Context: an optimization exercise on an open-source flow, tuned for small area. The choices shown serve that exercise and are no tape-out recipe. Function was checked by simulation only, so behaviour that the tests miss may differ from the original. No activity file was given, so power comes from the tool's default toggle rates.

== oak ==
==> flow/design.v (excerpt) <==
module wb_regfile #(
  parameter int XLEN  = 32,
  parameter int CNT_W = 32
) (
  input  logic             clk,
  input  logic             rst_n,
  input  logic [XLEN-1:0]  loadData_in,
  input  logic [XLEN-1:0]  sum_out_in,
  input  logic [XLEN-1:0]  result_in,
  input  logic [1:0]       controlRF_in,
  input  logic             we_in,
  input  logic [4:0]       rd_in,
  input  logic [4:0]       rs1,
  input  logic [4:0]       rs2,
  input  logic             cnt_clr,
  output logic [XLEN-1:0]  rd1,
  output logic [XLEN-1:0]  rd2,
  output logic [XLEN-1:0]  wb_data,
  output logic             wb_valid,
  output logic [CNT_W-1:0] commit_cnt
);
  logic [31:1][XLEN-1:0] regs;
  logic [31:1]           valid_q;
  logic [CNT_W-1:0]      cnt_q;
  always_comb begin
    wb_data = result_in;
    case (controlRF_in)
      2'b01:   wb_data = loadData_in;
      2'b10:   wb_data = sum_out_in;
      default: wb_data = result_in;
    endcase
  end
  assign wb_valid = we_in && (rd_in != 5'd0);
  logic [31:1] wen, hold;
  always_comb begin
    for (int i = 1; i < 32; i++) begin
      wen[i]  = wb_valid && (rd_in == 5'(i));
      hold[i] = !wen[i];
    end
  end
  always_ff @(posedge clk or negedge rst_n) begin
    if (!rst_n) begin
      valid_q <= '0;
    end else begin
      valid_q <= valid_q | wen;
    end
  end
  logic [31:1][XLEN-1:0] regs_d;
  for (genvar i = 1; i < 32; i++) begin : g_row
    for (genvar j = 0; j < XLEN; j++) begin : g_bit
      wb_regfile_hold u_hold (
  ...
clock: 7.0 ns
lec_check: 0
cap_margin: 20
core_margin: 2
core_utilization: 50
cts_buf_list: sky130_fd_sc_hd__clkbuf_4
cts_cluster_diameter: 50
cts_cluster_size: 8
setup_slack_margin: 0.4
slew_margin: 20
synth_hierarchical: 1
synth_minimum_keep_size: 0
run.sh (not shown) runs the stock make flow with config.mk's settings and CLKGATE_MAP_FILE= SYNTH_SCRIPT=/design/flow/synth_recipe.tcl, a recipe that flattens the netlist after the stock synthesis.
Both conditions hold for oak: the flow ran to the end and the final layout passed the timing, design-rule and antenna checks.
Changes in pine relative to oak:
==> flow/flow/run.sh (new file) <==
#!/bin/bash
# Layout flow: the standard ORFS flow (standard.sh) with its synthesis
# unchanged, and these changes to how the layout is made:
# - port buffers use the smallest buffer cell (every port still gets one);
# - clock tree: no dummy loads, clkbuf_4 buffers, sink clusters of at most
#   8 flip-flops within 50 um.
# The make output goes to standard_flow.log; each ORFS step keeps its own
# log under orfs/logs.
set -euo pipefail
export BUFFER_PORTS_ARGS="-buffer_cell sky130_fd_sc_hd__buf_1"
export CTS_ARGS="-sink_clustering_enable -repair_clock_nets -dont_use_dummy_load -buf_list sky130_fd_sc_hd__clkbuf_4 -sink_clustering_size 8 -sink_clustering_max_diameter 50"
bash standard.sh finish > standard_flow.log 2>&1
==> flow/standard.sh (new file) <==
#!/bin/bash
# synth_recipe.tcl (not shown) runs the flow's synth.tcl, then flattens the netlist and writes it again
# the make line also repeats each setting of config.mk as NAME=value (left out here)
make -C /OpenROAD-flow-scripts/flow DESIGN_CONFIG=/design/flow/config.mk WORK_HOME=/design/flow/orfs CLKGATE_MAP_FILE= SYNTH_SCRIPT=/design/flow/synth_recipe.tcl "${@:-finish}"
diff --git a/flow/config.mk b/flow/config.mk
--- a/flow/config.mk
+++ b/flow/config.mk
@@ -9,7 +9,4 @@
 export CORE_MARGIN = 2
-export CORE_UTILIZATION = 50
-export CTS_BUF_LIST = sky130_fd_sc_hd__clkbuf_4
-export CTS_CLUSTER_DIAMETER = 50
-export CTS_CLUSTER_SIZE = 8
-export SETUP_SLACK_MARGIN = 0.4
+export CORE_UTILIZATION = 55
+export SETUP_SLACK_MARGIN = 0.2
 export SLEW_MARGIN = 20
removed: flow/run.sh
oak has a lower sequential fraction of total cell area than pine.
A end point of the critical path of rd1[3] is what oak shows, while rd2[30] belongs to pine.
Of oak and pine, the run reporting the higher instance count after placement with tap cells included was oak.
The lower core utilization of oak and pine is in oak.
Here is what was changed in the inputs of birch compared with pine.
diff --git a/flow/config.mk b/flow/config.mk
--- a/flow/config.mk
+++ b/flow/config.mk
@@ -9,3 +9,3 @@
 export CORE_MARGIN = 2
-export CORE_UTILIZATION = 55
+export CORE_UTILIZATION = 62
 export SETUP_SLACK_MARGIN = 0.2
Notes after the runs:
The final layouts of pine and birch pass the timing, design-rule and antenna checks. Taking pine as the reference, in birch time the worst path needs with I/O delays and setup went up by 0.33 ns, post-detailed-route wirelength per cell went down by about 0.44%, flip-flop and latch power was more or less identical, arrival time of the worst setup path went up by 0.33 ns. In birch, the insertion delay of the later-clocked pin in the worst-skew pair came out 0.03 ns above the value in pine. Total number of vias (birch vs. pine) increases slightly. Summed area of non-filler cells in the final layout down about 0.4% in birch wrt pine. Taking pine as the reference, in birch layout-stage area growth over the synthesis result shows a reduction of 0.46 points; core utilization shows an increase of 7.0 points. In birch the met2 capacity usage during global routing turned out 4.3 points higher than in pine. Share of the cycle needed by the critical path after routing for birch: 4.7 points up relative to pine.
> inputs changed (birch -> maple)
==> flow/run.sh (new file) <==
#!/bin/bash
# synth_recipe.tcl (not shown) runs the flow's synth.tcl, then flattens the netlist and writes it again
# the make line also repeats each setting of config.mk as NAME=value (left out here)
make -C /OpenROAD-flow-scripts/flow DESIGN_CONFIG=/design/flow/config.mk WORK_HOME=/design/flow/orfs CLKGATE_MAP_FILE= SYNTH_SCRIPT=/design/flow/synth_recipe.tcl finish
diff --git a/flow/config.mk b/flow/config.mk
--- a/flow/config.mk
+++ b/flow/config.mk
@@ -9,4 +9,7 @@
 export CORE_MARGIN = 2
-export CORE_UTILIZATION = 62
-export SETUP_SLACK_MARGIN = 0.2
+export CORE_UTILIZATION = 60
+export CTS_BUF_LIST = sky130_fd_sc_hd__clkbuf_8
+export CTS_CLUSTER_DIAMETER = 80
+export CTS_CLUSTER_SIZE = 12
+export SETUP_SLACK_MARGIN = 0.1
 export SLEW_MARGIN = 20
removed: flow/flow/run.sh
removed: flow/standard.sh
[summary]
Layout checks on maple: not met. Flow itself completed; violations: negative setup slack. Taking birch as the reference, in maple final cell count without fillers increased by about 1.1% relative to the old numbers; count of buffers not belonging to the clock network in the layout increased by 46 relative to the old numbers; total number of vias increased by 435 relative to the old numbers. Taking birch as the reference point, the fraction of standard cell area in multi-input logic of maple falls by 2.1 points. Re detail-routed net length per standard cell: maple is 0.76 um up on birch. Going from birch to maple, leakage power total saw an increase, relative max-transition margin saw a decrease. NOTE post-route cell area birch->maple increased by a few percent. Going from birch to maple, fmax shrank by a few percent.

==> re-timing with driven ports <==
How much do the figures lean on ideal ports? The routed layouts below were timed once more, with nothing changed but the port constraints.
Step 1 (the two cells are an assumption about what drives the block):
set clk [get_ports {clk}]
set_driving_cell -lib_cell sky130_fd_sc_hd__clkbuf_16 $clk
set_driving_cell -lib_cell sky130_fd_sc_hd__buf_2 [delete_from_list [all_inputs] $clk]
Step 2 also shifts input and output timing later by t, the mid clock arrival at the registers, as if the neighbouring blocks saw the same clock.
a / b / c = no drivers / after step 1 / after step 2; a / b = the first two.
run | t (ns) | setup slack, ns | hold slack, ns | worst register clock-pin slew, ns
oak | 1.143 | 0.363 / 0.305 / 0.305 | 0.478 / 0.467 / 0.478 | 0.11 / 0.11
pine | 1.100 | 0.721 / 0.673 / 0.673 | 0.467 / 0.467 / 0.467 | 0.11 / 0.11
birch | 1.143 | 0.394 / 0.288 / 0.288 | 0.473 / 0.472 / 0.473 | 0.10 / 0.10
maple | 0.821 | -0.043 / -0.075 / -0.075 | 0.475 / 0.475 / 0.475 | 0.10 / 0.10
The setup slack of birch, which loses most, moves by -0.106 ns with the drivers and by -0.106 ns with both steps.
